What follows belongs to an exercise in optimizing a design on an open flow for small area, a short achievable clock period and few clock cycles; a production flow would make more cautious choices. RTL that was checked went through simulation tests only; none was proved equivalent to the original. Function not checked in runs 3 to 5: the RTL went through the layout flow alone. Power figures rest on the tool's default switching activity, not on a simulated workload.

--- flow/design.v ---
package sls_pkg;
  localparam int unsigned DEF_CAPACITY = 16;
  localparam int unsigned VAL_W        = 32;
  localparam logic signed [VAL_W-1:0] MISS_VALUE = -32'sd99999;
  typedef enum logic [1:0] {
    CMD_INSERT     = 2'd0,
    CMD_REMOVE_AT  = 2'd1,
    CMD_REMOVE_VAL = 2'd2,
    CMD_GET        = 2'd3
  } cmd_t;
  typedef enum logic [1:0] {
    ST_DONE = 2'd0,
    ST_FULL = 2'd1,
    ST_MISS = 2'd2
  } status_t;
endpackage
import sls_pkg::*;
module sls_cell
(
  input  logic                    clk,
  input  logic                    sel_hold,
  input  logic                    sel_left,      
  input  logic                    sel_value,     
  input  logic                    sel_right,     
  input  logic [VAL_W-1:0]        left_entry,
  input  logic [VAL_W-1:0]        right_entry,
  input  logic [VAL_W-1:0]        ins_value,
  input  logic [VAL_W-1:0]        cmp_value_n,   
  output logic [VAL_W-1:0]        entry,
  input  logic                    cmp_load,      
  input  logic                    left_gt,
  input  logic                    left_eq,
  input  logic                    right_gt,
  input  logic                    right_eq,
  input  logic                    value_gt,      
  input  logic                    value_eq,
  output logic                    gt,            
  output logic                    eq,            
  output logic                    x_gt,          
  output logic                    x_eq
);
  logic [VAL_W-1:0] cmp_value;
  assign cmp_value = ~cmp_value_n;
  assign gt = (entry > cmp_value);
  assign eq = (entry == cmp_value);
  always_ff @(posedge clk) begin
    entry <= ({VAL_W{sel_hold}}  & entry)      | ({VAL_W{sel_left}}  & left_entry) |
             ({VAL_W{sel_value}} & ins_value)  | ({VAL_W{sel_right}} & right_entry);
  end
  always_ff @(posedge clk) begin
    if (cmp_load) begin
      x_gt <= (sel_hold & gt) | (sel_left & left_gt) | (sel_value & value_gt) |
              (sel_right & right_gt);
      x_eq <= (sel_hold & eq) | (sel_left & left_eq) | (sel_value & value_eq) |
              (sel_right & right_eq);
    end
  end
endmodule
import sls_pkg::*;
module sorted_list_store_unit
#(
  parameter int unsigned CAPACITY = DEF_CAPACITY
) (
  input  logic                    clk,
  input  logic                    rst,
  input  logic                    in_valid,
  output logic                    in_ready,
  input  logic [1:0]              command,
  input  logic signed [VAL_W-1:0] value,
  input  logic [3:0]              position,
  output logic                    out_valid,
  input  logic                    out_ready,
  output logic [1:0]              status,
  output logic signed [VAL_W-1:0] data_out,
  output logic [3:0]              found_index,
  output logic [4:0]              count
);
  localparam int unsigned IDX_W = $clog2(CAPACITY);
  localparam int unsigned CNT_W = $clog2(CAPACITY + 1);
  logic                    i_v;
  logic [1:0]              i_cmd;
  logic [VAL_W-1:0]        i_nu;      
  logic [IDX_W-1:0]        i_pos;
  logic                    e_v;
  logic [1:0]              e_cmd;
  logic [VAL_W-1:0]        e_u;       
  logic signed [VAL_W-1:0] e_val;
  logic [IDX_W-1:0]        e_pos;
  logic                    s_v;
  logic [1:0]              s_status;
  logic signed [VAL_W-1:0] s_data;
  logic [IDX_W-1:0]        s_idx;
  logic [CNT_W-1:0]        s_count;
  logic [VAL_W-1:0]        entry [CAPACITY];
  logic [CAPACITY-1:0]     vld;             
  logic [CNT_W-1:0]        fill;
  logic                    accept, exec, adv;
  assign in_ready = !(i_v && e_v && s_v);
  assign accept   = in_valid && in_ready;
  assign exec     = e_v && !s_v;
  assign adv      = i_v && (!e_v || exec);
  logic [CAPACITY-1:0]     c_gt, c_eq, x_gt, x_eq;
  logic [CAPACITY-1:0]     sel_hold, sel_left, sel_value, sel_right;
  logic                    v_gt, v_eq;
  assign v_gt    = (e_u > ~i_nu);
  assign v_eq    = (e_u == ~i_nu);
  assign e_val   = e_u ^ {1'b1, {(VAL_W-1){1'b0}}};
  for (genvar i = 0; i < CAPACITY; i++) begin : g_cell
    localparam int L = (i == 0) ? 0 : i - 1;
    localparam int R = (i == CAPACITY - 1) ? i : i + 1;
    sls_cell u_cell (
      .clk         (clk),
      .sel_hold    (sel_hold[i]),
      .sel_left    (sel_left[i]),
      .sel_value   (sel_value[i]),
      .sel_right   (sel_right[i]),
      .left_entry  (entry[L]),
      .right_entry (entry[R]),
      .ins_value   (e_u),
      .cmp_value_n (i_nu),
      .entry       (entry[i]),
      .cmp_load    (adv),
      .left_gt     (c_gt[L]),
      .left_eq     (c_eq[L]),
      .right_gt    (c_gt[R]),
      .right_eq    (c_eq[R]),
      .value_gt    (v_gt),
      .value_eq    (v_eq),
      .gt          (c_gt[i]),
      .eq          (c_eq[i]),
      .x_gt        (x_gt[i]),
      .x_eq        (x_eq[i])
    );
  end
  logic [CAPACITY-1:0] mark, eqv, from_eq, here, first_eq, at_pos, psel, shift_up;
  logic                full, pos_ok, found, is_ins, ins_ok, rat_ok;
  logic [IDX_W-1:0]    ins_idx, val_idx;
  logic signed [VAL_W-1:0] pos_data;
  logic [1:0]              r_status;
  logic signed [VAL_W-1:0] r_data;
  logic [IDX_W-1:0]        r_idx;
  logic [CNT_W-1:0]        r_count;
  assign mark = ~vld | x_gt;      
  assign eqv  = vld & x_eq;
  always_comb begin
    for (int i = 0; i < CAPACITY; i++) begin
      at_pos[i] = (IDX_W'(i) >= e_pos);
      psel[i]   = (IDX_W'(i) == e_pos);
    end
  end
  always_comb begin
    from_eq[0] = eqv[0];
    for (int i = 1; i < CAPACITY; i++) from_eq[i] = from_eq[i-1] | eqv[i];
  end
  assign full   = vld[CAPACITY-1];
  assign pos_ok = |(psel & vld);
  assign found  = from_eq[CAPACITY-1];
  assign is_ins = (e_cmd == CMD_INSERT);
  assign ins_ok = is_ins && !full;
  assign rat_ok = (e_cmd == CMD_REMOVE_AT) && pos_ok;
  always_comb begin
    ins_idx  = '0;
    val_idx  = '0;
    pos_data = '0;
    for (int i = 0; i < CAPACITY; i++) begin
      here[i]     = mark[i] && (i == 0 || !mark[(i == 0) ? 0 : i-1]);
      first_eq[i] = eqv[i] && (i == 0 || !from_eq[(i == 0) ? 0 : i-1]);
      shift_up[i] = (i > 0) && mark[(i == 0) ? 0 : i-1];
      if (here[i])     ins_idx |= IDX_W'(i);
      if (first_eq[i]) val_idx |= IDX_W'(i);
      if (psel[i])     pos_data |= entry[i] ^ {1'b1, {(VAL_W-1){1'b0}}};
    end
  end
  always_comb begin
    for (int i = 0; i < CAPACITY; i++) begin
      sel_left[i]  = exec && ins_ok && shift_up[i];
      sel_value[i] = exec && ins_ok && here[i];
      sel_right[i] = exec && (((e_cmd == CMD_REMOVE_AT) && at_pos[i]) ||
                              (e_cmd == CMD_REMOVE_VAL && from_eq[i]));
      sel_hold[i]  = !(sel_left[i] || sel_value[i] || sel_right[i]);
    end
  end
  always_comb begin
    r_status = ST_MISS;
    r_data   = MISS_VALUE;
    r_idx    = '0;
    r_count  = fill;
    case (e_cmd)
      CMD_INSERT: begin
        if (full) begin
          r_status = ST_FULL;
        end else begin
          r_status = ST_DONE;
          r_data   = e_val;
          r_idx    = ins_idx;
          r_count  = fill + 1'b1;
        end
      end
      CMD_REMOVE_AT, CMD_GET: begin
        if (pos_ok) begin
          r_status = ST_DONE;
          r_data   = pos_data;
          r_idx    = e_pos;
          if (e_cmd == CMD_REMOVE_AT) r_count = fill - 1'b1;
        end
      end
      default: begin
        if (found) begin
          r_status = ST_DONE;
          r_data   = e_val;
          r_idx    = val_idx;
          r_count  = fill - 1'b1;
        end
      end
    endcase
  end
  always_ff @(posedge clk) begin
    if (rst) begin
      fill <= '0;
      vld  <= '0;
    end else if (exec) begin
      fill <= r_count;
      if (ins_ok) vld <= {vld[CAPACITY-2:0], 1'b1};
      else if (rat_ok || (e_cmd == CMD_REMOVE_VAL && found)) vld <= {1'b0, vld[CAPACITY-1:1]};
    end
  end
  always_ff @(posedge clk) begin
    if (rst) begin
      i_v <= 1'b0;
      e_v <= 1'b0;
    end else begin
      if (accept)    i_v <= 1'b1;
      else if (adv)  i_v <= 1'b0;
      if (adv)       e_v <= 1'b1;
      else if (exec) e_v <= 1'b0;
    end
  end
  always_ff @(posedge clk) begin
    if (accept) begin
      i_cmd <= command;
      i_nu  <= {value[VAL_W-1], ~value[VAL_W-2:0]};
      i_pos <= position;
    end
    if (adv) begin
      e_cmd <= i_cmd;
      e_u   <= ~i_nu;
      e_pos <= i_pos;
    end
  end
  always_ff @(posedge clk) begin
    if (rst) begin
      out_valid <= 1'b0;
      s_v       <= 1'b0;
    end else begin
      if (s_v) begin
        if (out_ready) s_v <= 1'b0;
      end else if (out_valid && !out_ready) begin
        s_v <= exec;
      end else begin
        out_valid <= exec;
      end
    end
  end
  always_ff @(posedge clk) begin
    if (s_v) begin
      if (out_ready) begin
        status      <= s_status;
        data_out    <= s_data;
        found_index <= s_idx;
        count       <= s_count;
      end
    end else if (!out_valid || out_ready) begin
      if (exec) begin
        status      <= r_status;
        data_out    <= r_data;
        found_index <= r_idx;
        count       <= r_count;
      end
    end
    if (exec && out_valid && !out_ready) begin
      s_status <= r_status;
      s_data   <= r_data;
      s_idx    <= r_idx;
      s_count  <= r_count;
    end
  end
endmodule
--- flow/run.sh ---
#!/bin/bash
# synth_recipe.tcl (not shown) runs the flow's synth.tcl, then flattens the netlist and writes it again
# the make line also repeats each setting of config.mk as NAME=value (left out here)
make -C /OpenROAD-flow-scripts/flow DESIGN_CONFIG=/design/flow/config.mk WORK_HOME=/design/flow/orfs CLKGATE_MAP_FILE= SYNTH_SCRIPT=/design/flow/synth_recipe.tcl finish
--- flow/config.mk ---
export PLATFORM = sky130hd
export DESIGN_NAME = sorted_list_store_unit
export DESIGN_NICKNAME = sorted_list_store_unit
export VERILOG_FILES = /design/flow/design.v
export SDC_FILE = /design/flow/constraint.sdc
export NUM_CORES = 4
export LEC_CHECK = 0
export ABC_AREA = 1
export CAP_MARGIN = 20
export CORE_MARGIN = 2
export CORE_UTILIZATION = 55
export CTS_CLUSTER_DIAMETER = 60
export CTS_CLUSTER_SIZE = 20
export PLACE_DENSITY = 0.7
export SETUP_SLACK_MARGIN = 4.2
export SLEW_MARGIN = 20
export SYNTH_HIERARCHICAL = 1
export TNS_END_PERCENT = 30
--- flow/constraint.sdc ---
create_clock -name core_clock -period 7.0 [get_ports {clk}]
set_input_delay 1.4000 -clock core_clock [delete_from_list [all_inputs] [get_ports {clk}]]
set_output_delay 1.4000 -clock core_clock [all_outputs]
set_load 0.01 [all_outputs]
==> results of run 1 <==
==> area by class of cell <==
| cell class | count | area [sq um] |
|---|---|---|
| sequential | 731 | 16600 |
| timing repair buffer | 407 | 4150 |
| clock buffer | 96 | 2180 |
| timing repair inverter | 1 | 8.76 |
| fill | 8056 | 31600 |
| antenna | 1 | 2.50 |
| clock inverter | 44 | 569 |
| inverter | 369 | 1450 |
| tap | 1176 | 1470 |
| multi-input combinational | 5738 | 31700 |
==> path summary, 6_finish.rpt <==
path	from	end	depth (start not counted)	slack [ps]
hold / removal	i_cmd[0]	e_cmd[0]	0	430
setup / recovery	e_pos[0]	data_out[17]	12	3930
setup reg to reg	e_pos[0]	data_out[17]	12	3930
hold reg to reg	i_cmd[0]	e_cmd[0]	0	430
==> per-stage QoR <==
step	hold WS (ps)	setup WS [ps]	power, mW	std cells	util (%)
after floorplan	400	3220	5.79	7164	-
after global placement	432	2300	6.39	8236	58.0
after detailed placement	410	2180	6.44	8236	58.0
after CTS	424	3980	11.0	8485	63.0
after global routing	441	3930	11.5	8562	64.8
final	429	3930	11.1	8563	64.8
==> state kept, by name, indices dropped and copies added (netlist names), 16 cells and up <==
signal	cells
vld	16
i_nu	32
s_data	32
g_cell.u_cell.x_eq	16
g_cell.u_cell.x_gt	16
g_cell.u_cell.entry	512
data_out	32
e_u	32
==> kinds of logic (layout without fill, tap and decap cells) <==
| logic type | after synthesis | after routing |
|---|---|---|
| compound gates | 606 | 608 |
| xor+xnor | 3 | 3 |
| fa+ha+maj | 546 | 546 |
| buf+inv | 711 | 917 |
| flops | 731 | 731 |
| mux | 3 | 3 |
| other cells | 1 | 2 |
| simple gates | 4563 | 4577 |
==> layout by cell type (no fill, tap or decap), types with 84 or more instances in the layout <==
cell type	instances
a21oi_1	295
buf_4	231
clkbuf_16	90
clkdlybuf4s50_1	84
dfxtp_1	536
edfxtp_1	194
ha_1	545
inv_1	333
nand2_1	3310
nand3_1	166
nand4_1	587
nor2_1	189
nor2_2	84
o21ai_0	99
==> per-module statistics from Yosys, one instance, submodules excluded <==
module / area (sq um) / flip-flops and latches / copies in the design / cells inside
sls_cell: 2290 / 34 / 16 / 333
sorted_list_store_unit: 13000 / 187 / 1 / 1836
==> what timing repair did <==
item | 4_1_cts | 5_1_grt
pin swaps | 38 | 65
hold endpoints to repair | 0 | 0
gates resized for setup | 169 | 201
endpoints found under the setup margin | 729 | 649
buffers inserted | 87 | 67
hold buffers | 0 | 0
cloned | 22 | 9
==> layer usage <==
metal | GRT usage, % | routed length (microns) | up-vias
met2 | 65.8 | 89500 | 3887
met4 | 35.7 | 20600 | 12
met3 | 10.2 | 28300 | 1014
met5 | 0 | 81 | -
li1 | - | - | 24370
met1 | 57.2 | 79400 | 25464
==> where the power goes <==
group	total, mW	internal (mW)	switching, mW
clock network	4.56	2.51	2.06
logic	1.62	0.564	1.06
registers	4.95	4.57	0.376
==> cell usage after synthesis, types with 3 or more instances <==
library cell / n / area [sq um]
dfxtp_1: 537 / 10800
nor3_1: 41 / 205
inv_1: 344 / 1290
mux2i_1: 3 / 30.0
a22o_1: 35 / 307
a221oi_1: 15 / 131
o21bai_1: 5 / 37.5
a211oi_1: 9 / 67.6
or2_2: 5 / 31.3
o2111ai_1: 24 / 210
nor2_4: 17 / 191
o22ai_1: 8 / 50.1
nand2_2: 37 / 231
a21oi_1: 326 / 1630
buf_6: 17 / 191
nand3_1: 176 / 881
o211ai_1: 3 / 22.5
edfxtp_1: 194 / 5830
xor2_1: 3 / 26.3
buf_1: 8 / 30.0
nor3_4: 16 / 260
buf_2: 136 / 681
ha_1: 546 / 6830
nor2_2: 70 / 438
clkbuf_1: 181 / 679
nor2_1: 246 / 923
nor4_1: 7 / 43.8
a22oi_1: 4 / 30.0
o21ai_1: 7 / 35.0
nand4_1: 587 / 3670
o21a_1: 19 / 143
o2111ai_2: 16 / 240
or3_1: 3 / 18.8
a31oi_1: 5 / 31.3
a21o_2: 16 / 140
nand2_1: 3346 / 12600
o21ai_0: 111 / 556
nand3b_1: 8 / 60.1
inv_2: 23 / 86.3
==> results_dict.tcl, run 1 <==
set metrics [dict create \
    status "timing/DRC/antenna clean" \
    rsz0062_at_grt "true" \
    worst_setup_path_start_kind "flip-flop" \
    synth-simple-area-share_pct 39.4 \
    root_buffer "clkbuf_16" \
    drv_slew 0 \
    fp.dieW_microns 304 \
    clkSinkCount 731 \
    synth-edff-count 194 \
    powerDensity_nw_per_um2 191 \
    synthXorXnorAreaFrac_pct 0.0529 \
    maxSlewHeadroom_pct 25.2 \
    path_common_cell "nand2_1" \
    synth-async-reset-ratio_pct 0 \
    final_nets 7912 \
    synth_top_family_by_area "simple AND/OR/NAND/NOR gates" \
    synthAdderAreaFrac_pct 13.8 \
    min_period_ps 3070 \
    wl_per_cell_microns 25.4 \
    gp_congestion 1.07 \
    endpoint_kind "flip-flop" \
    slowest_stage "nand4_1" \
    crit_required_ps 7430 \
    antenna_found_initial 6 \
    ys_ff_latch 731 \
    dieArea_sq_um 92700 \
    cts_made_buffers 76 \
    portBuffers 86 \
    dieHeight_microns 304 \
    synth_compound_area_share_pct 7.37 \
    cts_buffer_depth 3 \
    start_util_pct 55.3 \
    clkLatencyLatePin_ps 680 \
    yosysSeqAreaShare_pct 33.4 \
    first_pass_iters 9 \
    htreeDepth 3 \
    max_freq_mhz 326 \
    grt_pass1_vias 50020 \
    grt_max_degree 50 \
    cpLargestDelayFamily "simple AND/OR/NAND/NOR gates" \
    skew_ps 40.8 \
    worstSetupPathType "reg -> reg" \
    drive_gt1_share_pct 12.0 \
    drc_errors 0 \
    rows 110 \
    hold_path.class "reg -> reg" \
    place_hpwl_microns 151000 \
    min_period_over_period_pct 43.9 \
    cts_tree "done" \
    via_per_inst 6.39 \
    power.leakage_nw 25.8 \
    grt_usage_pct 45.0 \
    critPathMaxFanout 17 \
    finalSetupViolCount 0 \
    avgSynthCellArea_sq_um 6.93 \
    via_count 54747 \
    grt_pass1_wl_microns 318000 \
    worstPathCellList "buf_4, nor2_4, nand2_4, inv_4, buf_6, nand2_1, nand4_1, nand3b_1, o21ai_4, nand2_2, nand2_1, nand2_1" \
    synth_fp_nets 7752 \
    totalWireLength_microns 218000 \
    slowest_delay_ps 630 \
    ant_nets 0 \
    clkTransAtPathRegs_ps 90 \
    syn_to_final_growth_pct 17.1 \
    place_area_sq_um 52100 \
    drv_cap 0 \
    critPathBufInv 3 \
    yosysWarnings 9 \
    synth_mux_area_share_pct 0.0605 \
    worstMarginPinSlew_ps 1120 \
    finalSetupTns_ps 0 \
    gr-total-overflow 0 \
    netlist_instances 7164 \
    synth.distinct_cells 47 \
    synth-main-ff-cell "dfxtp_1" \
    drt_first_iter_violations 7748 \
    ios 87 \
    worstPathArrival_ps 3500 \
    syn-cell-area_sq_um 49600 \
    final_hold_viol_count 0 \
    fin_area_sq_um 58100 \
    core_area_sq_um 89700 \
    ir_drop_v 0.000193 \
]
Testbench counts, summed over its fixed seeds: cycles 24,024.
==> run 2, diff against run 1 <==
--- a/flow/config.mk
+++ b/flow/config.mk
@@ -8,10 +8,10 @@
 export ABC_AREA = 1
 export CAP_MARGIN = 20
 export CORE_MARGIN = 2
-export CORE_UTILIZATION = 55
+export CORE_UTILIZATION = 62
 export CTS_CLUSTER_DIAMETER = 60
 export CTS_CLUSTER_SIZE = 20
-export PLACE_DENSITY = 0.7
+export PLACE_DENSITY = 0.75
 export SETUP_SLACK_MARGIN = 4.2
 export SLEW_MARGIN = 20
 export SYNTH_HIERARCHICAL = 1
==> results_dict.tcl, run 2 <==
set metrics [dict create \
    status "timing/DRC/antenna clean" \
    cpLargestDelayFamily "simple AND/OR/NAND/NOR gates" \
    dieArea_sq_um 82300 \
    clkTransAtPathRegs_ps 90 \
    final_common_cell "nand2_1" \
    final_hold_viol_count 0 \
    first_pass_iters 18 \
    worstMarginPinSlew_ps 1150 \
    gr-total-overflow 0 \
    fin_area_sq_um 60000 \
    synth_common_cells "nand2_1, nand4_1, ha_1" \
    total_power_mw 10.9 \
    r2r-end "data_out[15]" \
    top_register "g_cell.u_cell.entry" \
    hold_depth 0 \
    min_from "i_pos[1]" \
    yosysWarnings 9 \
    antenna_found_initial 15 \
    yosys-top-cells-area "nand2_1, dfxtp_1, ha_1" \
    drt_first_iter_violations 10054 \
    ant_nets 0 \
    htreeDepth 3 \
    critPathMaxFanout 16 \
    hold-path-endpoint "e_pos[1]" \
    critPathBufInv 4 \
    rsz0062_at_grt "true" \
    syn_to_final_growth_pct 20.9 \
    skew_ps 41.8 \
    hold_path.class "reg -> reg" \
    slowest_stage "a221oi_2" \
    wl_per_cell_microns 27.1 \
    synth-main-ff-cell "dfxtp_1" \
    fp.dieW_microns 287 \
    ios 87 \
    post-synth-top-area-fraction_pct 25.3 \
    ir_drop_v 0.000236 \
    fill_cells 5910 \
    cts_buffer_depth 3 \
    maxSlewHeadroom_pct 22.5 \
    final_cell_mix "nand2_1, nand4_1, ha_1" \
    core_area_sq_um 79100 \
    dieHeight_microns 287 \
    drive_gt1_share_pct 14.3 \
    multi_input_area_sq_um 31800 \
    drv_slew 0 \
    worst_setup_path_start_kind "flip-flop" \
    avgSynthCellArea_sq_um 6.93 \
    place_hpwl_microns 152000 \
    reg2reg_depth 12 \
    drv_cap 0 \
    grt_pass1_wl_microns 320000 \
    hold_slack_ps 450 \
    portBuffers 86 \
    start_util_pct 62.7 \
    synth.largest_area_cell "nand2_1" \
    regArea_sq_um 16600 \
    grt_pass1_vias 50184 \
    post-route-util_pct 75.9 \
    yosysMostFrequentCell "nand2_1" \
    cts_hold_buf 0 \
    clkSinkCount 731 \
    reg2reg_slack_ps 3960 \
    finalSetupTns_ps 0 \
    powerDensity_nw_per_um2 182 \
    power.leakage_nw 26.7 \
    synth-async-reset-ratio_pct 0 \
    clkLatencyLatePin_ps 670 \
    syn-cell-area_sq_um 49600 \
    final_nets 8027 \
    cts_tree "done" \
    grt_usage_pct 51.5 \
    endpoint_kind "flip-flop" \
    rows 103 \
    totalWireLength_microns 231000 \
    worstPathCellList "buf_6, buf_4, nor2_4, nand2_4, buf_4, inv_4, a221oi_2, nand4_1, nand2_2, nand3_2, nand2_1, nand2_1" \
    finalSetupViolCount 0 \
    via_per_inst 6.72 \
    place_area_sq_um 51700 \
    cts_made_buffers 71 \
    largest_reg_flops 512 \
    max_freq_mhz 329 \
    synth.distinct_cells 47 \
    worstSetupPathType "reg -> reg" \
    synth-edff-count 194 \
    via_count 57459 \
    ys_ff_latch 731 \
    min_period_ps 3040 \
    drc_errors 0 \
    netlist_instances 7164 \
    slowest_delay_ps 590 \
    synth_fp_nets 7752 \
    yosysSeqAreaShare_pct 33.4 \
    gp_congestion 1.09 \
    min_period_over_period_pct 43.5 \
    worstPathArrival_ps 3430 \
    grt_max_degree 40 \
    crit_required_ps 7390 \
    root_buffer "clkbuf_16" \
    r2r-start "e_pos[1]" \
]
-- run 2: changes by cell type in the layout (fill, tap and decap cells not counted), sizes merged, moves of 7 or more --
cell,delta
buf,+99
bufbuf,+17
nor2,-12
clkdlybuf4s50,-11
dlygate4sd2,+9
inv,+8
diode,+7
-- run 2: how the worst max path moves through the flow --
stage | endpoint | startpoint | depth (start not counted)
2_1_floorplan | g_cell[0].u_cell.x_gt | i_nu[21] | 7
3_3_place_gp | g_cell[1].u_cell.x_eq | e_cmd[1] | 14
3_5_place_dp | g_cell[1].u_cell.x_eq | e_cmd[1] | 14
4_1_cts | data_out[14] | data_out[14] | 1
5_1_grt | data_out[18] | e_pos[1] | 17
6_report | data_out[15] | e_pos[1] | 12
-- run 2: kinds of logic (layout without fill, tap and decap cells) --
kind of cell    after synthesis  in the layout  share of synthesized area [%]
mux                           3              3                         0.0605
buf+inv                     711           1042                           5.98
other cells                   1              9                        0.00755
compound gates              606            606                           7.37
simple gates               4563           4565                           39.4
flops                       731            731                           33.4
xor+xnor                      3              3                         0.0529
fa+ha+maj                   546            546                           13.8
-- run 2: area by class of cell --
| cell class | count | area share, % |
|---|---|---|
| Sequential cell | 731 | 27.6 |
| Timing Repair inverter | 3 | 0.0354 |
| Tap cell | 1050 | 2.19 |
| Clock buffer | 85 | 3.28 |
| Inverter | 369 | 2.46 |
| Antenna cell | 8 | 0.0334 |
| Clock inverter | 46 | 0.794 |
| Timing Repair Buffer | 539 | 10.6 |
| Multi-Input combinational cell | 5724 | 53.0 |
-- run 2: layer usage --
metal / GRT usage (%) / vias to the layer above / part of all wire (%)
li1: - / 24619 / -
met1: 66.5 / 25978 / 34
met2: 71.0 / 5366 / 38
met3: 20.3 / 1480 / 17
met4: 33.7 / 16 / 9.9
met5: 0 / - / 0.13
-- run 2: repair_timing --
item | 4_1_cts | 5_1_grt
pin swaps | 39 | 116
cloned | 29 | 25
setup buffers | 114 | 149
gates resized for setup | 270 | 318
setup endpoints to repair | 694 | 624
-- run 2: metrics by stage --
stage	setup slack, ps	cells
3_5_place_dp	2350	8099
2_1_floorplan	3220	7164
4_1_cts	4000	8373
5_1_grt	3980	8548
6_report	3960	8555
3_3_place_gp	2460	8099
-- run 2: modules after synthesis (local to each module, per instance) --
module                  area [sq um]  flip-flops and latches  copies in the design
sls_cell                        2290                      34                    16
sorted_list_store_unit         13000                     187                     1
-- run 2: power by group --
part / internal, mW / switching, mW / total (mW)
combinational: 0.618 / 1.09 / 1.71
sequential: 4.57 / 0.391 / 4.96
clock: 2.18 / 2.06 / 4.23
total: 7.36 / 3.54 / 10.9
==> run 3, diff against run 2 <==
--- a/flow/design.v
+++ b/flow/design.v
@@ -47,13 +47,16 @@
     entry <= ({VAL_W{sel_hold}}  & entry)      | ({VAL_W{sel_left}}  & left_entry) |
              ({VAL_W{sel_value}} & ins_value)  | ({VAL_W{sel_right}} & right_entry);
   end
-  always_ff @(posedge clk) begin
-    if (cmp_load) begin
-      x_gt <= (sel_hold & gt) | (sel_left & left_gt) | (sel_value & value_gt) |
-              (sel_right & right_gt);
-      x_eq <= (sel_hold & eq) | (sel_left & left_eq) | (sel_value & value_eq) |
-              (sel_right & right_eq);
-    end
+  logic ld_hold, ld_left, ld_value, ld_right;
+  assign ld_hold  = cmp_load & sel_hold;
+  assign ld_left  = cmp_load & sel_left;
+  assign ld_value = cmp_load & sel_value;
+  assign ld_right = cmp_load & sel_right;
+  always_ff @(posedge clk) begin
+    x_gt <= (~cmp_load & x_gt) | (ld_hold & gt) | (ld_left & left_gt) |
+            (ld_value & value_gt) | (ld_right & right_gt);
+    x_eq <= (~cmp_load & x_eq) | (ld_hold & eq) | (ld_left & left_eq) |
+            (ld_value & value_eq) | (ld_right & right_eq);
   end
 endmodule
 import sls_pkg::*;
@@ -86,6 +89,7 @@
   logic [VAL_W-1:0]        e_u;       
   logic signed [VAL_W-1:0] e_val;
   logic [IDX_W-1:0]        e_pos;
+  logic [CAPACITY-1:0]     e_psel;    
   logic                    s_v;
   logic [1:0]              s_status;
   logic signed [VAL_W-1:0] s_data;
@@ -140,12 +144,12 @@
   logic signed [VAL_W-1:0] r_data;
   logic [IDX_W-1:0]        r_idx;
   logic [CNT_W-1:0]        r_count;
+  assign psel = e_psel;
   assign mark = ~vld | x_gt;      
   assign eqv  = vld & x_eq;
   always_comb begin
     for (int i = 0; i < CAPACITY; i++) begin
       at_pos[i] = (IDX_W'(i) >= e_pos);
-      psel[i]   = (IDX_W'(i) == e_pos);
     end
   end
   always_comb begin
@@ -245,6 +249,7 @@
       e_cmd <= i_cmd;
       e_u   <= ~i_nu;
       e_pos <= i_pos;
+      for (int i = 0; i < CAPACITY; i++) e_psel[i] <= (IDX_W'(i) == i_pos);
     end
   end
   always_ff @(posedge clk) begin
--- a/flow/config.mk
+++ b/flow/config.mk
@@ -5,13 +5,12 @@
 export SDC_FILE = /design/flow/constraint.sdc
 export NUM_CORES = 4
 export LEC_CHECK = 0
-export ABC_AREA = 1
 export CAP_MARGIN = 20
 export CORE_MARGIN = 2
-export CORE_UTILIZATION = 62
+export CORE_UTILIZATION = 55
 export CTS_CLUSTER_DIAMETER = 60
 export CTS_CLUSTER_SIZE = 20
-export PLACE_DENSITY = 0.75
+export PLACE_DENSITY = 0.7
 export SETUP_SLACK_MARGIN = 4.2
 export SLEW_MARGIN = 20
 export SYNTH_HIERARCHICAL = 1
==> results_dict.tcl, run 3 <==
set metrics [dict create \
    hold_slack_ps 453 \
    finalSetupTns_ps 0 \
    worstPathArrival_ps 3790 \
    synth_common_cells "a22oi_1, nand2_1, dfxtp_1" \
    maxSlewHeadroom_pct 9.42 \
    grt_pass1_vias 46187 \
    final_nets 5991 \
    grt_pass1_wl_microns 332000 \
    switching_power_mw 4.86 \
    synth-edff-count 178 \
    min_period_over_period_pct 46.2 \
    start_util_pct 55.7 \
    clkLatencyLatePin_ps 670 \
    yosys-top-cells-area "dfxtp_1, a22oi_1, ha_1" \
    place_hpwl_microns 154000 \
    avgSynthCellArea_sq_um 9.01 \
    cts_tree "done" \
    drv_cap 0 \
    syn_to_final_growth_pct 22.0 \
    finalSetupViolCount 0 \
    crit_required_ps 7550 \
    final_common_cell "a22oi_1" \
    cts_buffer_depth 3 \
    ant_nets 0 \
    antenna_found_initial 8 \
    ys_ff_latch 747 \
    grt_max_degree 135 \
    synth.largest_area_cell "dfxtp_1" \
    drt_first_iter_violations 10242 \
    drc_errors 0 \
    power.leakage_nw 24.0 \
    internal-power_mw 8.47 \
    combPwrFrac_pct 23.3 \
    dieArea_sq_um 87200 \
    drv_slew 0 \
    dp_cells 6167 \
    largest_reg_flops 512 \
    final_cell_mix "a22oi_1, nand2_1, dfxtp_1" \
    gr-total-overflow 0 \
    switching_share_pct 36.5 \
    min_period_ps 3240 \
    worstMarginPinSlew_ps 1360 \
    rsz0062_at_grt "true" \
    hold_path.class "reg -> reg" \
    portBuffers 86 \
    syn-cell-area_sq_um 46700 \
    synth_fp_nets 5764 \
    endpoint_kind "flip-flop" \
    synth-async-reset-ratio_pct 0 \
    wl_per_cell_microns 36.6 \
    worst_setup_path_start_kind "flip-flop" \
    powerDensity_nw_per_um2 234 \
    rows 106 \
    clkTransAtPathRegs_ps 80 \
    via_per_inst 7.78 \
    critPathMaxFanout 5 \
    cts_hold_buf 0 \
    root_buffer "clkbuf_16" \
    seq_power_share_pct 42.7 \
    grt_usage_pct 52.9 \
    synth.distinct_cells 76 \
    via_count 51435 \
    yosysSeqAreaShare_pct 35.9 \
    synth-main-ff-cell "dfxtp_1" \
    skew_ps 31.3 \
    clkSinkCount 747 \
    max_freq_mhz 309 \
    first_pass_iters 15 \
    netlist_instances 5176 \
    gp_congestion 1.11 \
    stdcell_count 6608 \
    yosysWarnings 9 \
    ios 87 \
    dieHeight_microns 295 \
    post-synth-top-area-fraction_pct 24.4 \
    totalWireLength_microns 242000 \
    htreeDepth 3 \
    fp.dieW_microns 295 \
    core_area_sq_um 83800 \
    yosysMostFrequentCell "a22oi_1" \
    total_power_mw 13.3 \
    ir_drop_v 0.000228 \
    cts_made_buffers 77 \
    worstSetupPathType "reg -> reg" \
    status "timing/DRC/antenna clean" \
    drive_gt1_share_pct 18.8 \
    final_hold_viol_count 0 \
    p_clk_share_pct 34.0 \
    top_register "g_cell.u_cell.entry" \
]
[run 3: layout make-up]
type | instances | area, sq um
fillers | 6748 | 26900
repair buffers | 503 | 5130
inverters | 140 | 526
clock inverters | 55 | 667
multi-input cells | 3934 | 30400
flip-flops and latches | 747 | 16700
clock buffers | 88 | 2030
well taps | 1134 | 1420
diodes | 7 | 17.5
[run 3: final timing paths]
check,startpoint,to,slack [ps],depth (start not counted)
setup / recovery,i_nu[18],g_cell[5].u_cell.x_gt,3760,13
hold / removal,i_cmd[1],e_cmd[1],450,0
setup reg to reg,i_nu[18],g_cell[5].u_cell.x_gt,3760,13
hold reg to reg,i_cmd[1],e_cmd[1],450,0
[run 3: power by group through the flow]
stage / Combinational (mW) / Clock (mW) / Sequential [mW]
5_1_grt: 3.28 / 4.64 / 5.70
4_1_cts: 2.70 / 4.49 / 5.61
6_report: 3.11 / 4.53 / 5.69
3_3_place_gp: 2.34 / 0 / 5.77
3_5_place_dp: 2.40 / 0 / 5.77
2_1_floorplan: 1.60 / 0 / 5.41
[run 3: through the flow]
step | setup WS [ps] | cell area (sq um) | utilization, %
final | 3760 | 56900 | 67.9
after floorplan | 4130 | 46700 | -
after detailed placement | 3180 | 48900 | 58.4
after global routing | 3780 | 56900 | 67.9
after CTS | 3960 | 54400 | 64.9
after global placement | 3220 | 48900 | 58.3
[run 3: what timing repair did]
| item | 4_1_cts | 5_1_grt |
|---|---|---|
| pin swaps | 90 | 150 |
| resized for setup | 262 | 276 |
| endpoints found under the setup margin | 678 | 641 |
| setup buffers | 175 | 103 |
| gates cloned | 5 | 8 |
[run 3: worst max-delay path, cell delays in order (launching register included)]
cell       delay (ps)
edfxtp_1          440
buf_6             180
clkbuf_16         160
ha_1              310
and3_1            210
a221o_1           350
nand2_1           160
o211ai_1          380
a21oi_2           280
nor2_1             90
a222oi_1          280
nand2_1            90
o21ai_0           110
o31ai_1           100
[run 3: per-layer routing]
layer  global-route usage, %  vias up  routed length, microns
li1                        -    20673                       -
met1                    64.3    24004                   82500
met2                    69.5     5156                   90200
met3                    28.6     1582                   45000
met4                    38.6       20                   24000
met5                    1.72        -                     398
[run 3: logic make-up after synthesis]
kind of cell / after synthesis / synth area share, %
adder cells (fa/ha/maj): 547 / 14.7
buffers and inverters: 498 / 4.37
AO/OA/AOI/OAI: 1931 / 30.0
other: 1 / 0.00804
flip-flops: 747 / 35.9
AND/OR/NAND/NOR: 1402 / 13.9
multiplexers: 46 / 1.10
XOR/XNOR: 4 / 0.0751
[run 3: per-module statistics from Yosys (local to each module, per instance)]
module	cell area (sq um)	flops+latches	copies in the design
sorted_list_store_unit	12900	203	1
sls_cell	2110	34	16
==> run 4, diff against run 3 <==
--- a/flow/design.v
+++ b/flow/design.v
@@ -47,16 +47,13 @@
     entry <= ({VAL_W{sel_hold}}  & entry)      | ({VAL_W{sel_left}}  & left_entry) |
              ({VAL_W{sel_value}} & ins_value)  | ({VAL_W{sel_right}} & right_entry);
   end
-  logic ld_hold, ld_left, ld_value, ld_right;
-  assign ld_hold  = cmp_load & sel_hold;
-  assign ld_left  = cmp_load & sel_left;
-  assign ld_value = cmp_load & sel_value;
-  assign ld_right = cmp_load & sel_right;
-  always_ff @(posedge clk) begin
-    x_gt <= (~cmp_load & x_gt) | (ld_hold & gt) | (ld_left & left_gt) |
-            (ld_value & value_gt) | (ld_right & right_gt);
-    x_eq <= (~cmp_load & x_eq) | (ld_hold & eq) | (ld_left & left_eq) |
-            (ld_value & value_eq) | (ld_right & right_eq);
+  always_ff @(posedge clk) begin
+    if (cmp_load) begin
+      x_gt <= (sel_hold & gt) | (sel_left & left_gt) | (sel_value & value_gt) |
+              (sel_right & right_gt);
+      x_eq <= (sel_hold & eq) | (sel_left & left_eq) | (sel_value & value_eq) |
+              (sel_right & right_eq);
+    end
   end
 endmodule
 import sls_pkg::*;
@@ -89,7 +86,6 @@
   logic [VAL_W-1:0]        e_u;       
   logic signed [VAL_W-1:0] e_val;
   logic [IDX_W-1:0]        e_pos;
-  logic [CAPACITY-1:0]     e_psel;    
   logic                    s_v;
   logic [1:0]              s_status;
   logic signed [VAL_W-1:0] s_data;
@@ -98,8 +94,9 @@
   logic [VAL_W-1:0]        entry [CAPACITY];
   logic [CAPACITY-1:0]     vld;             
   logic [CNT_W-1:0]        fill;
-  logic                    accept, exec, adv;
-  assign in_ready = !(i_v && e_v && s_v);
+  logic                    accept, exec, adv, in_ready_q;
+  logic i_v_next, e_v_next, s_v_next;
+  assign in_ready = in_ready_q;
   assign accept   = in_valid && in_ready;
   assign exec     = e_v && !s_v;
   assign adv      = i_v && (!e_v || exec);
@@ -144,21 +141,18 @@
   logic signed [VAL_W-1:0] r_data;
   logic [IDX_W-1:0]        r_idx;
   logic [CNT_W-1:0]        r_count;
-  assign psel = e_psel;
   assign mark = ~vld | x_gt;      
   assign eqv  = vld & x_eq;
   always_comb begin
     for (int i = 0; i < CAPACITY; i++) begin
       at_pos[i] = (IDX_W'(i) >= e_pos);
-    end
-  end
-  always_comb begin
-    from_eq[0] = eqv[0];
-    for (int i = 1; i < CAPACITY; i++) from_eq[i] = from_eq[i-1] | eqv[i];
-  end
+      psel[i]   = (IDX_W'(i) == e_pos);
+    end
+  end
+  assign from_eq = eqv | ((vld & x_gt) & {CAPACITY{|eqv}});
   assign full   = vld[CAPACITY-1];
   assign pos_ok = |(psel & vld);
-  assign found  = from_eq[CAPACITY-1];
+  assign found  = |eqv;
   assign is_ins = (e_cmd == CMD_INSERT);
   assign ins_ok = is_ins && !full;
   assign rat_ok = (e_cmd == CMD_REMOVE_AT) && pos_ok;
@@ -228,15 +222,22 @@
       else if (rat_ok || (e_cmd == CMD_REMOVE_VAL && found)) vld <= {1'b0, vld[CAPACITY-1:1]};
     end
   end
+  always_comb begin
+    i_v_next = accept ? 1'b1 : adv ? 1'b0 : i_v;
+    e_v_next = adv ? 1'b1 : exec ? 1'b0 : e_v;
+    if (s_v)                          s_v_next = !out_ready;
+    else if (out_valid && !out_ready) s_v_next = exec;
+    else                              s_v_next = 1'b0;
+  end
   always_ff @(posedge clk) begin
     if (rst) begin
-      i_v <= 1'b0;
-      e_v <= 1'b0;
+      i_v        <= 1'b0;
+      e_v        <= 1'b0;
+      in_ready_q <= 1'b1;
     end else begin
-      if (accept)    i_v <= 1'b1;
-      else if (adv)  i_v <= 1'b0;
-      if (adv)       e_v <= 1'b1;
-      else if (exec) e_v <= 1'b0;
+      i_v        <= i_v_next;
+      e_v        <= e_v_next;
+      in_ready_q <= !(i_v_next && e_v_next && s_v_next);
     end
   end
   always_ff @(posedge clk) begin
@@ -249,7 +250,6 @@
       e_cmd <= i_cmd;
       e_u   <= ~i_nu;
       e_pos <= i_pos;
-      for (int i = 0; i < CAPACITY; i++) e_psel[i] <= (IDX_W'(i) == i_pos);
     end
   end
   always_ff @(posedge clk) begin
@@ -257,13 +257,8 @@
       out_valid <= 1'b0;
       s_v       <= 1'b0;
     end else begin
-      if (s_v) begin
-        if (out_ready) s_v <= 1'b0;
-      end else if (out_valid && !out_ready) begin
-        s_v <= exec;
-      end else begin
-        out_valid <= exec;
-      end
+      s_v <= s_v_next;
+      if (!s_v && !(out_valid && !out_ready)) out_valid <= exec;
     end
   end
   always_ff @(posedge clk) begin
--- a/flow/config.mk
+++ b/flow/config.mk
@@ -5,6 +5,7 @@
 export SDC_FILE = /design/flow/constraint.sdc
 export NUM_CORES = 4
 export LEC_CHECK = 0
+export ABC_AREA = 1
 export CAP_MARGIN = 20
 export CORE_MARGIN = 2
 export CORE_UTILIZATION = 55
==> results_dict.tcl, run 4 <==
set metrics [dict create \
    min_period_ps 2960 \
    clkSinkCount 732 \
    ir_drop_v 0.000201 \
    largest_reg_flops 512 \
    fp.dieW_microns 307 \
    final_hold_viol_count 0 \
    slowest_stage "nor2_2" \
    synth-async-reset-ratio_pct 0 \
    yosysSeqAreaShare_pct 33.0 \
    r2r-start "i_nu[25]" \
    worst_setup_path_start_kind "flip-flop" \
    clkLatencyLatePin_ps 710 \
    ios 87 \
    endpoint_kind "flip-flop" \
    clkTransAtPathRegs_ps 80 \
    crit_required_ps 7430 \
    cts_hold_buf 0 \
    critPathCapture "g_cell[9].u_cell.x_gt" \
    drt_first_iter_violations 9452 \
    maxSlewHeadroom_pct 24.6 \
    grt_pass1_wl_microns 361000 \
    synth-main-ff-cell "dfxtp_1" \
    fin_area_sq_um 60300 \
    synth_fp_nets 7975 \
    netlist_instances 7387 \
    worstPathArrival_ps 3390 \
    skew_ps 32.9 \
    post-synth-top-area-fraction_pct 26.7 \
    grtUsageMet1_pct 64.4 \
    gr-total-overflow 0 \
    totalWireLength_microns 260000 \
    critPathBufInv 1 \
    cts_tree "done" \
    critPathLaunch "i_nu[25]" \
    synth-edff-count 194 \
    grt_usage_pct 53.0 \
    drv_slew 0 \
    r2r-end "g_cell[9].u_cell.x_gt" \
    finalSetupViolCount 0 \
    gp_congestion 1.07 \
    dieArea_sq_um 93900 \
    ant_nets 0 \
    path_common_cell "nand2_1" \
    status "timing/DRC/antenna clean" \
    yosysMostFrequentCell "nand2_1" \
    avgSynthCellArea_sq_um 6.81 \
    syn_to_final_growth_pct 19.8 \
    place_area_sq_um 52900 \
    critPathMaxFanout 18 \
    ys_ff_latch 732 \
    max_freq_mhz 338 \
    worstSetupPathType "reg -> reg" \
    syn-cell-area_sq_um 50300 \
    top_register "g_cell.u_cell.entry" \
    grt.met2_usage_pct 72.2 \
    drive_gt1_share_pct 13.0 \
    cts_buffer_depth 3 \
    reg2reg_slack_ps 4040 \
    synth.distinct_cells 45 \
    top_usage_layer "met2" \
    dieHeight_microns 307 \
    portBuffers 86 \
    via_per_inst 6.48 \
    powerDensity_nw_per_um2 190 \
    first_pass_iters 9 \
    hold_path.class "reg -> reg" \
    slowest_delay_ps 390 \
    min_period_over_period_pct 42.3 \
    final_common_cell "nand2_1" \
    path_depth 11 \
    antenna_found_initial 19 \
    worstMarginPinSlew_ps 1130 \
    synth.largest_area_cell "nand2_1" \
    start_util_pct 55.7 \
    final_cell_mix "nand2_1, nand4_1, ha_1" \
    synth_common_cells "nand2_1, nand4_1, ha_1" \
    worstPathCellList "buf_4, ha_1, nand2_1, nor2_1, nand2_1, a21oi_2, nor2_2, a21oi_1, a22o_1, a21oi_1, nand2_1" \
    reg2reg_depth 11 \
    power.leakage_nw 27.7 \
    cts_made_buffers 83 \
    yosys-top-cells-area "nand2_1, dfxtp_1, ha_1" \
    via_count 57492 \
    place_hpwl_microns 167000 \
    drv_cap 0 \
    htreeDepth 3 \
    yosysWarnings 9 \
    core_area_sq_um 90300 \
    rows 110 \
    grt_pass1_vias 52334 \
    grtUsageMet3_pct 22.7 \
    rsz0062_at_grt "true" \
    finalSetupTns_ps 0 \
    wl_per_cell_microns 29.3 \
    root_buffer "clkbuf_16" \
    grt_max_degree 55 \
    cpLargestDelayFamily "simple AND/OR/NAND/NOR gates" \
    drc_errors 0 \
    final_nets 8194 \
]
run 4: stage by stage:
step	setup slack, ps	hold WS, ps	power [mW]	std cells	utilization (%)
after CTS	4000	440	11.2	8761	64.6
after detailed placement	2800	408	6.50	8464	58.6
after global placement	2890	419	6.45	8461	58.5
after floorplan	3940	400	5.81	7387	-
after global routing	4000	457	11.7	8858	66.8
final	4040	436	11.5	8869	66.8
run 4: worst min path at each step:
stage | cells past startpoint | to | startpoint | slack, ps
final | 0 | e_cmd[1] | i_cmd[1] | 440
after global routing | 0 | e_cmd[1] | i_cmd[1] | 460
after CTS | 0 | e_cmd[1] | i_cmd[1] | 440
after detailed placement | 0 | e_cmd[1] | i_cmd[1] | 410
after global placement | 0 | e_cmd[1] | i_cmd[1] | 420
after floorplan | 0 | e_cmd[0] | i_cmd[0] | 400
run 4: cell families (layout without fill, tap and decap cells):
logic type	after synthesis	in the layout	synth area share, %
xor+xnor	5	5	0.0870
other cells	1	17	0.00745
simple gates	4776	4782	40.3
fa+ha+maj	546	546	13.6
flops	732	732	33.0
buf+inv	758	1041	6.24
compound gates	569	570	6.85
run 4: Yosys stat by module, one instance, submodules excluded:
module                  copies in the design  flip-flops and latches  cells  area, sq um
sls_cell                                  16                      34    333         2290
sorted_list_store_unit                     1                     188   2059        13700
run 4: routing by layer:
metal | wire length, microns | part of all wire, %
met5 | 197 | 0.076
met3 | 44300 | 17
met2 | 98900 | 38
met1 | 89800 | 35
met4 | 26300 | 10
run 4: area by class of cell:
cell class	instances	area, sq um
antenna	16	40.0
clock buffer	95	2220
clock inverter	61	648
fill	7980	30000
inverter	417	1580
multi-input combinational	5904	32400
sequential	732	16600
tap	1176	1470
timing repair buffer	467	5380
timing repair inverter	1	5.00
run 4: what timing repair did:
item,in CTS,in global routing
pin swaps,42,64
gates cloned,22,7
setup buffers,119,84
endpoints found under the setup margin,738,508
gates resized for setup,262,256
run 4: worst register-to-register path, delay by kind of cell (launching register included):
kind / cells / cell delay, ps
buf+inv: 1 / 380
compound gates: 4 / 750
flops: 1 / 320
simple gates: 5 / 890
fa+ha+maj: 1 / 360
run 4: report_power, final:
| group | internal (mW) | switching (mW) |
|---|---|---|
| sequential | 4.58 | 0.394 |
| clock | 2.48 | 2.27 |
| combinational | 0.602 | 1.15 |
==> run 5, diff against run 4 <==
--- a/flow/config.mk
+++ b/flow/config.mk
@@ -12,7 +12,7 @@
 export CTS_CLUSTER_DIAMETER = 60
 export CTS_CLUSTER_SIZE = 20
 export PLACE_DENSITY = 0.7
-export SETUP_SLACK_MARGIN = 4.2
+export SETUP_SLACK_MARGIN = 4.0
 export SLEW_MARGIN = 20
 export SYNTH_HIERARCHICAL = 1
 export TNS_END_PERCENT = 30
==> results_dict.tcl, run 5 <==
set metrics [dict create \
    netlist_instances 7387 \
    synth-async-reset-ratio_pct 0 \
    rows 110 \
    hold_depth 0 \
    finalSetupTns_ps 0 \
    via_count 56512 \
    totalWireLength_microns 252000 \
    multi_input_area_sq_um 31900 \
    cts_tree "done" \
    yosysWarnings 9 \
    min_from "i_cmd[1]" \
    portBuffers 86 \
    worstSetupPathType "reg -> reg" \
    synth-main-ff-cell "dfxtp_1" \
    place_hpwl_microns 167000 \
    hold_path.class "reg -> reg" \
    drive_gt1_share_pct 11.2 \
    start_util_pct 55.7 \
    final_common_cell "nand2_1" \
    clkSinkCount 732 \
    gr-total-overflow 0 \
    synth-edff-count 194 \
    worst_setup_path_start_kind "flip-flop" \
    cts_buffer_depth 3 \
    avgSynthCellArea_sq_um 6.81 \
    gp_congestion 1.07 \
    core_area_sq_um 90300 \
    min_period_over_period_pct 44.6 \
    syn_to_final_growth_pct 16.8 \
    wl_per_cell_microns 28.7 \
    ant_nets 0 \
    crit_required_ps 7560 \
    skew_ps 33.6 \
    top_register "g_cell.u_cell.entry" \
    worstPathArrival_ps 3680 \
    rsz0062_at_grt "true" \
    grt_pass1_wl_microns 352000 \
    drv_cap 0 \
    clkTransAtPathRegs_ps 80 \
    drc_errors 0 \
    hold_slack_ps 435 \
    grt_max_degree 55 \
    ios 87 \
    synth_fp_nets 7975 \
    dieHeight_microns 307 \
    drt_first_iter_violations 9077 \
    drv_slew 0 \
    synth.distinct_cells 45 \
    final_hold_viol_count 0 \
    syn-cell-area_sq_um 50300 \
    antenna_found_initial 12 \
    regArea_sq_um 16600 \
    fill_cells 8180 \
    final_nets 8119 \
    grt_usage_pct 51.5 \
    dieArea_sq_um 93900 \
    largest_reg_flops 512 \
    cts_hold_buf 0 \
    htreeDepth 3 \
    final_cell_mix "nand2_1, nand4_1, ha_1" \
    via_per_inst 6.43 \
    first_pass_iters 12 \
    yosysSeqAreaShare_pct 33.0 \
    r2r-end "data_out[8]" \
    fp.dieW_microns 307 \
    min_period_ps 3120 \
    worstMarginPinSlew_ps 1350 \
    reg2reg_depth 12 \
    powerDensity_nw_per_um2 194 \
    yosys-top-cells-area "nand2_1, dfxtp_1, ha_1" \
    critPathMaxFanout 31 \
    synth.largest_area_cell "nand2_1" \
    ys_ff_latch 732 \
    hold-path-endpoint "e_cmd[1]" \
    reg2reg_slack_ps 3880 \
    power.leakage_nw 26.6 \
    clkLatencyLatePin_ps 700 \
    finalSetupViolCount 0 \
    ir_drop_v 0.000191 \
    post-synth-top-area-fraction_pct 26.7 \
    grt_pass1_vias 51432 \
    maxSlewHeadroom_pct 9.69 \
    max_freq_mhz 321 \
    yosysMostFrequentCell "nand2_1" \
    r2r-start "e_pos[1]" \
    endpoint_kind "flip-flop" \
    status "timing/DRC/antenna clean" \
    root_buffer "clkbuf_16" \
    cts_made_buffers 83 \
    synth_common_cells "nand2_1, nand4_1, ha_1" \
]
==> run 5: cell counts after synthesis <==
Identical to the previous run, type by type.
==> run 5: through the flow <==
| step | setup WS [ps] | power [mW] | util [%] | std cells | cell area [sq um] |
|---|---|---|---|---|---|
| 2_1_floorplan | 3940 | 5.81 | - | 7387 | 50400 |
| 3_3_place_gp | 2890 | 6.45 | 58.5 | 8461 | 52800 |
| 3_5_place_dp | 2800 | 6.50 | 58.6 | 8464 | 52900 |
| 4_1_cts | 3800 | 11.2 | 63.4 | 8699 | 57200 |
| 5_1_grt | 3880 | 11.7 | 65.1 | 8779 | 58800 |
| 6_report | 3880 | 11.4 | 65.1 | 8784 | 58800 |
==> run 5: final cells by class <==
cell class | count | share of cell area (%)
Multi-Input combinational cell | 5904 | 54.4
Sequential cell | 732 | 28.3
Timing Repair Buffer | 392 | 7.28
Clock buffer | 95 | 3.77
Inverter | 417 | 2.70
Tap cell | 1176 | 2.50
Clock inverter | 61 | 1.10
Antenna cell | 6 | 0.0255
Timing Repair inverter | 1 | 0.00852
==> run 5: worst max-delay path by stage <==
stage                  start                    endpoint  slack (ps)
CTS                 e_pos[0]                data_out[23]        3800
floorplan           i_nu[23]       g_cell[0].u_cell.x_gt        3940
global route        e_cmd[0]      g_cell[10].u_cell.x_eq        3880
detailed placement  e_cmd[0]      g_cell[14].u_cell.x_gt        2800
global placement    e_cmd[0]  g_cell[7].u_cell.entry[18]        2890
finish              e_pos[1]                 data_out[8]        3880
==> run 5: cells by family (layout without fill, tap and decap cells) <==
logic type / after synthesis / count (layout) / share of synthesized area, %
AO/OA/AOI/OAI: 569 / 570 / 6.85
XOR/XNOR: 5 / 5 / 0.0870
adder cells (fa/ha/maj): 546 / 546 / 13.6
buffers and inverters: 758 / 966 / 6.24
flip-flops: 732 / 732 / 33.0
other: 1 / 7 / 0.00745
AND/OR/NAND/NOR: 4776 / 4782 / 40.3
==> run 5: per-module statistics from Yosys (local to each module, per instance) <==
module,times used,flops+latches,area (sq um)
sls_cell,16,34,2290
sorted_list_store_unit,1,188,13700
==> run 5: where the power goes <==
part | internal (mW) | switching (mW)
Sequential | 4.58 | 0.392
Clock | 2.48 | 2.27
Combinational | 0.578 | 1.13
==> run 5: what timing repair did <==
item,in CTS,in global routing
resized for setup,145,186
setup buffers,66,72
setup endpoints to repair,638,467
pin swaps,23,47
gates cloned,13,7
==> run 5: critical path, stage by stage (launching register included) <==
cell and delay (ps):
edfxtp_1 530, buf_4 190, nand2_1 170, nor2_4 200
buf_6 440, nand2_1 260, o21ai_1 410, a211oi_1 100
nand3_1 140, nand2_2 190, nand3_1 190, nand2_1 60
nand2_1 80
==> run 5: routing by layer <==
layer | track usage, % | routed length, microns | vias up
li1 | - | - | 24818
met1 | 64.3 | 88900 | 25944
met2 | 71.1 | 95600 | 4555
met3 | 19.5 | 41500 | 1179
met4 | 40.2 | 25600 | 16
met5 | 0 | 249 | -

re-timing with driven ports:
The results above use ideal ports. As a check the final layouts listed here were re-extracted and re-timed, cells and wires unchanged.
Step 1 sets driving cells, clkbuf_16 on the clock port and buf_2 on the other inputs (assumed; they add their load-dependent delay and slew).
Step 2 times the ports against the registers' clock, not the clock port: input delays grow and output delays shrink by t, the midpoint of the rising clock arrivals with the driver on.
Three values: ideal, step 1, step 2; two values: the first two.
run | shift t [ns] | slack for setup (ns) | worst setup path after step 2
run 1 | 0.730 | 3.930 / 3.930 / 3.591 | input to register
run 2 | 0.722 | 3.958 / 3.920 / 3.554 | input to register
run 3 | 0.734 | 3.764 / 3.764 / 3.764 | register to register
run 4 | 0.766 | 4.039 / 3.981 / 3.606 | input to register
run 5 | 0.762 | 3.881 / 3.848 / 3.607 | input to register
After both steps setup and hold are still met in every run listed. The setup slack of run 4, which loses most, moves by -0.058 ns with the drivers and by -0.433 ns with both steps.
